Context: an optimization exercise on an open-source flow, tuned for small area, a short achievable clock period and few clock cycles. The choices shown serve that exercise and are no tape-out recipe. The RTL was checked by simulation tests, not by an equivalence proof against the original design. No activity file was given, so power comes from the tool's default toggle rates.

run a:
==> flow/design.v (excerpt) <==
module lenet_classifier_top
(
	input  logic               i_sclk,
	input  logic               i_rstn,
	input  logic               i_in_valid,
	output logic               o_in_ready,
	input  logic [7:0]         i_in_data,
	output logic [LABEL_W-1:0] o_label,
	output logic               o_label_valid
);
	logic [N_OUT-1:0]                     w_we;
	logic                                 b_we;
	logic [3:0]                           b_addr;
	logic                                 start;
	logic [N_BLK-1:0]                     m;
	logic [N_IN-1:0]                      features;
	logic [N_OUT-1:0][N_TAP-1:0][WW-1:0] tap;
	logic [N_OUT-1:0][WW-1:0]             bias;
	logic                                 score_valid;
	logic                                 score_first;
	logic                                 score_last;
	logic [SCORE_W-1:0]                   score;
	param_stream_loader param_stream_loader_i (
		.i_sclk     (i_sclk),
		.i_rstn     (i_rstn),
		.i_in_valid (i_in_valid),
		.o_in_ready (o_in_ready),
		.i_in_data  (i_in_data),
		.o_w_we     (w_we),
		.o_b_we     (b_we),
		.o_b_addr   (b_addr),
		.o_start    (start),
		.o_m        (m),
		.o_features (features)
	);
	weight_ram weight_ram_i (
		.i_sclk  (i_sclk),
		.i_we    (w_we),
		.i_wdata (i_in_data),
		.o_tap   (tap)
	);
	param_arbiter param_arbiter_i (
		.i_sclk  (i_sclk),
		.i_we    (b_we),
		.i_waddr (b_addr),
		.i_wdata (i_in_data),
		.o_bias  (bias)
	);
	fc_layer_engine fc_layer_engine_i (
		.i_sclk        (i_sclk),
		.i_rstn        (i_rstn),
		.i_start       (start),
		.i_m           (m),
		.i_features    (features),
		.i_tap         (tap),
		.i_bias        (bias),
		.o_score_valid (score_valid),
		.o_score_first (score_first),
		.o_score_last  (score_last),
		.o_score       (score)
	);
	max_label_picker max_label_picker_i (
		.i_sclk        (i_sclk),
		.i_rstn        (i_rstn),
		.i_score_valid (score_valid),
		.i_score_first (score_first),
		.i_score_last  (score_last),
		.i_score       (score),
		.o_label       (o_label),
		.o_label_valid (o_label_valid)
	);
endmodule
For scale: about 11000 cells after synthesis, ~7500 flip-flops, roughly 17 I/O pins, about 180000 sq um of cells after synthesis.
==> flow/config.mk <==
export PLATFORM = sky130hd
export DESIGN_NAME = lenet_classifier_top
export DESIGN_NICKNAME = lenet_classifier_top
export VERILOG_FILES = /design/flow/design.v
export SDC_FILE = /design/flow/constraint.sdc
export NUM_CORES = 4
export LEC_CHECK = 0
export CAP_MARGIN = 20
export CORE_MARGIN = 2
export CORE_UTILIZATION = 70
export PLACE_DENSITY = 0.75
export SETUP_SLACK_MARGIN = 5
export SLEW_MARGIN = 20
==> flow/constraint.sdc <==
create_clock -name core_clock -period 10.0 [get_ports {i_sclk}]
set_input_delay 2.0000 -clock core_clock [delete_from_list [all_inputs] [get_ports {i_sclk}]]
set_output_delay 2.0000 -clock core_clock [all_outputs]
set_load 0.01 [all_outputs]
standard.sh (not shown) runs the stock make flow with config.mk's settings and CLKGATE_MAP_FILE= SYNTH_SCRIPT=/design/flow/synth_recipe.tcl, a recipe that flattens the netlist after the stock synthesis.
==> flow/flow/run.sh <==
#!/bin/bash
# Standard ORFS layout with these changes in how it is made:
#  - ports are buffered with buf_4;
#  - clock tree synthesis without dummy loads and with larger sink clusters.
# The SDC (clock period, I/O delays) is the standard flow's, unchanged.
set -euo pipefail
bash standard.sh SETUP_SLACK_MARGIN=6.6 MATCH_CELL_FOOTPRINT=0 \
  "BUFFER_PORTS_ARGS=-buffer_cell sky130_fd_sc_hd__buf_4" \
  "CTS_ARGS=-sink_clustering_enable -repair_clock_nets -dont_use_dummy_load -sink_clustering_size 30 -sink_clustering_max_diameter 100" \
  finish > flow_make.log 2>&1
Run a closes out successfully: all stages finished, all timing, DRC and antenna checks passed.
Testbench counts of run a, summed over its fixed seeds: cycles 10,864.
What run b does differently from run a at the input level:
--- a/flow/flow/run.sh
+++ b/flow/flow/run.sh
@@ -6,3 +6,3 @@
 set -euo pipefail
-bash standard.sh SETUP_SLACK_MARGIN=6.6 MATCH_CELL_FOOTPRINT=0 \
+bash standard.sh SETUP_SLACK_MARGIN=6.8 MATCH_CELL_FOOTPRINT=0 \
   "BUFFER_PORTS_ARGS=-buffer_cell sky130_fd_sc_hd__buf_4" \
--- a/flow/config.mk
+++ b/flow/config.mk
@@ -9,4 +9,4 @@
 export CORE_MARGIN = 2
-export CORE_UTILIZATION = 70
-export PLACE_DENSITY = 0.75
+export CORE_UTILIZATION = 85
+export PLACE_DENSITY = 0.9
 export SETUP_SLACK_MARGIN = 5
[summary]
Run b failed in 3_5_place_dp with DPL-0033.
Run a has higher overall die height than run b.
| post-synthesis cell type count | run a vs run b | ≈ equal |
Compared with run a, in run b HPWL after detailed placement rose 42%; share of cell area taken by muxes after synthesis about even; initial core utilization rose 15 points; horizontal die dimension fell 47 um; routability congestion estimate from global placement rose about 1.9%.
Diff run b..run a | sequential-to-total area share from yosys stat | unchanged


== wip/maple ==
lenet_classifier_top, a different RTL version from the one above (not shown whole).
For scale: about 12000 cells after synthesis, ~17 I/O pins.
==> flow/design.v (excerpt) <==
module lenet_classifier_top
(
	input  logic               i_sclk,
	input  logic               i_rstn,
	input  logic               i_in_valid,
	output logic               o_in_ready,
	input  logic [7:0]         i_in_data,
	output logic [LABEL_W-1:0] o_label,
	output logic               o_label_valid
);
Settings: LEC_CHECK=0, CAP_MARGIN=20, CORE_MARGIN=2, CORE_UTILIZATION=55, PLACE_DENSITY=0.65, SETUP_SLACK_MARGIN=5, SLEW_MARGIN=20; clock period 10.0 ns.
run.sh (not shown) runs the stock make flow with config.mk's settings and CLKGATE_MAP_FILE= SYNTH_SCRIPT=/design/flow/synth_recipe.tcl, a recipe that flattens the netlist after the stock synthesis.
Stock flow here: none of the scripts above is used.
Testbench counts of wip/maple, summed over its fixed seeds: cycles 10,864.
## Diff of input files: wip/yarrow against wip/maple
diff --git a/flow/config.mk b/flow/config.mk
--- a/flow/config.mk
+++ b/flow/config.mk
@@ -12 +11,0 @@
-export SETUP_SLACK_MARGIN = 5
==> comparison <==
wip/yarrow and wip/maple ended up with nearly the same required time reported for the critical path endpoint. Any difference in proportion of cell area occupied by multi-input gates between wip/yarrow and wip/maple is small enough to ignore. Diff wip/maple -> wip/yarrow: number of primary I/O pins saw little to no change; post-route total power saw little to no change; antenna diode count saw a decrease; first-pass GRT wire length saw little to no change. Run comparison: wip/maple startpoint of the most critical setup path param_stream_loader_i.o_m[0]; wip/yarrow startpoint of the most critical setup path param_stream_loader_i.o_m[1]. Compared wip/yarrow vs wip/maple, and number of buffer and inverter stages on the critical path is down in wip/yarrow. Run comparison: wip/yarrow critical path capture point fc_layer_engine_i.fd[10]; wip/maple critical path capture point fc_layer_engine_i.fd[50]. On die footprint, wip/maple tracks wip/yarrow almost exactly. wip/yarrow: synthesis-to-layout area growth lower than wip/maple.


old:
lenet_classifier_top, a different RTL version from the one above (not shown whole).
Size in the first run: about 7400 flip-flops, roughly 0.18 mm2 of cells after synthesis.
==> flow/config.mk <==
export PLATFORM = sky130hd
export DESIGN_NAME = lenet_classifier_top
export DESIGN_NICKNAME = lenet_classifier_top
export VERILOG_FILES = /design/flow/design.v
export SDC_FILE = /design/flow/constraint.sdc
export NUM_CORES = 4
export LEC_CHECK = 0
export CAP_MARGIN = 20
export CORE_MARGIN = 2
export CORE_UTILIZATION = 70
export PLACE_DENSITY = 0.75
export SETUP_SLACK_MARGIN = 5
export SLEW_MARGIN = 20
==> flow/constraint.sdc <==
create_clock -name core_clock -period 10.0 [get_ports {i_sclk}]
set_input_delay 2.0000 -clock core_clock [delete_from_list [all_inputs] [get_ports {i_sclk}]]
set_output_delay 2.0000 -clock core_clock [all_outputs]
set_load 0.01 [all_outputs]
standard.sh (not shown) runs the stock make flow with config.mk's settings and CLKGATE_MAP_FILE= SYNTH_SCRIPT=/design/flow/synth_recipe.tcl, a recipe that flattens the netlist after the stock synthesis.
==> flow/flow/run.sh <==
#!/bin/bash
# Standard ORFS layout with these changes in how it is made:
#  - ports are buffered with buf_4;
#  - clock tree synthesis without dummy loads and with larger sink clusters.
# The SDC (clock period, I/O delays) is the standard flow's, unchanged.
set -euo pipefail
bash standard.sh SETUP_SLACK_MARGIN=7.0 MATCH_CELL_FOOTPRINT=0 \
  "BUFFER_PORTS_ARGS=-buffer_cell sky130_fd_sc_hd__buf_4" \
  "CTS_ARGS=-sink_clustering_enable -repair_clock_nets -dont_use_dummy_load -sink_clustering_size 24 -sink_clustering_max_diameter 60" \
  finish > flow_make.log 2>&1
Testbench counts of old, summed over its fixed seeds: cycles 10,856.
#### Input delta (new over old)
diff --git a/flow/flow/run.sh b/flow/flow/run.sh
--- a/flow/flow/run.sh
+++ b/flow/flow/run.sh
@@ -5,5 +5,5 @@
 # The SDC (clock period, I/O delays) is the standard flow's, unchanged.
 set -euo pipefail
-bash standard.sh SETUP_SLACK_MARGIN=7.0 MATCH_CELL_FOOTPRINT=0 \
+bash standard.sh SETUP_SLACK_MARGIN=6.8 MATCH_CELL_FOOTPRINT=0 \
   "BUFFER_PORTS_ARGS=-buffer_cell sky130_fd_sc_hd__buf_4" \
   "CTS_ARGS=-sink_clustering_enable -repair_clock_nets -dont_use_dummy_load -sink_clustering_size 24 -sink_clustering_max_diameter 60" \
diff --git a/flow/config.mk b/flow/config.mk
--- a/flow/config.mk
+++ b/flow/config.mk
@@ -8,6 +8,6 @@
 export CAP_MARGIN = 20
 export CORE_MARGIN = 2
-export CORE_UTILIZATION = 70
-export PLACE_DENSITY = 0.75
+export CORE_UTILIZATION = 78
+export PLACE_DENSITY = 0.82
 export SETUP_SLACK_MARGIN = 5
 export SLEW_MARGIN = 20
--- outcome ---
- new completed; timing, DRC and antenna clean
- When the final numbers for old and new were put side by side, the shortest clock period the worst path allows after layout turned out to be greater in new.
- Area added between synthesis and finish on new is down relative to old.
- Taking old as the reference point, the detailed-route wire length per cell of new rises by about 34%.
- Summary of new over old: non-clock buffer count decreased 39; number of pins exceeding their max-slew limit in the final report essentially unchanged.

what the ideal ports hide:
No port has a modelled driver above. Below, the same layouts with a new extraction and two added sets of constraints.
Step 1: set_driving_cell puts a clkbuf_16 on i_sclk and a buf_2 on each other input, an assumption about the parent block.
Step 2 moves the port delays by t, midway between the first and last clock arrival at a register: inputs arrive t later, outputs are due t later. That takes back most of the time a late clock gives input paths.
Slacks: ideal ports / drivers / drivers and shift; pairs: ideal ports / drivers.
| run | t (ns) | setup WS [ns] | latest minus earliest clock arrival (ns) | slew at the worst register clock pin (ns) |
|---|---|---|---|---|
| run a | 1.024 | 6.549 / 6.451 / 5.651 | 0.089 / 0.089 | 0.12 / 0.12 |
| wip/maple | 1.119 | 5.285 / 5.285 / 4.667 | 0.074 / 0.074 | 0.07 / 0.07 |
| wip/yarrow | 1.119 | 3.512 / 3.512 / 3.512 | 0.075 / 0.076 | 0.07 / 0.07 |
| old | 1.046 | 6.542 / 6.446 / 5.970 | 0.131 / 0.131 | 0.11 / 0.11 |
| new | 1.075 | 6.525 / 6.424 / 5.677 | 0.087 / 0.087 | 0.11 / 0.11 |
After both steps setup and hold are still met in every run listed. For run a, which loses most, drivers alone change the setup slack by -0.098 ns; drivers and shift together by -0.898 ns.
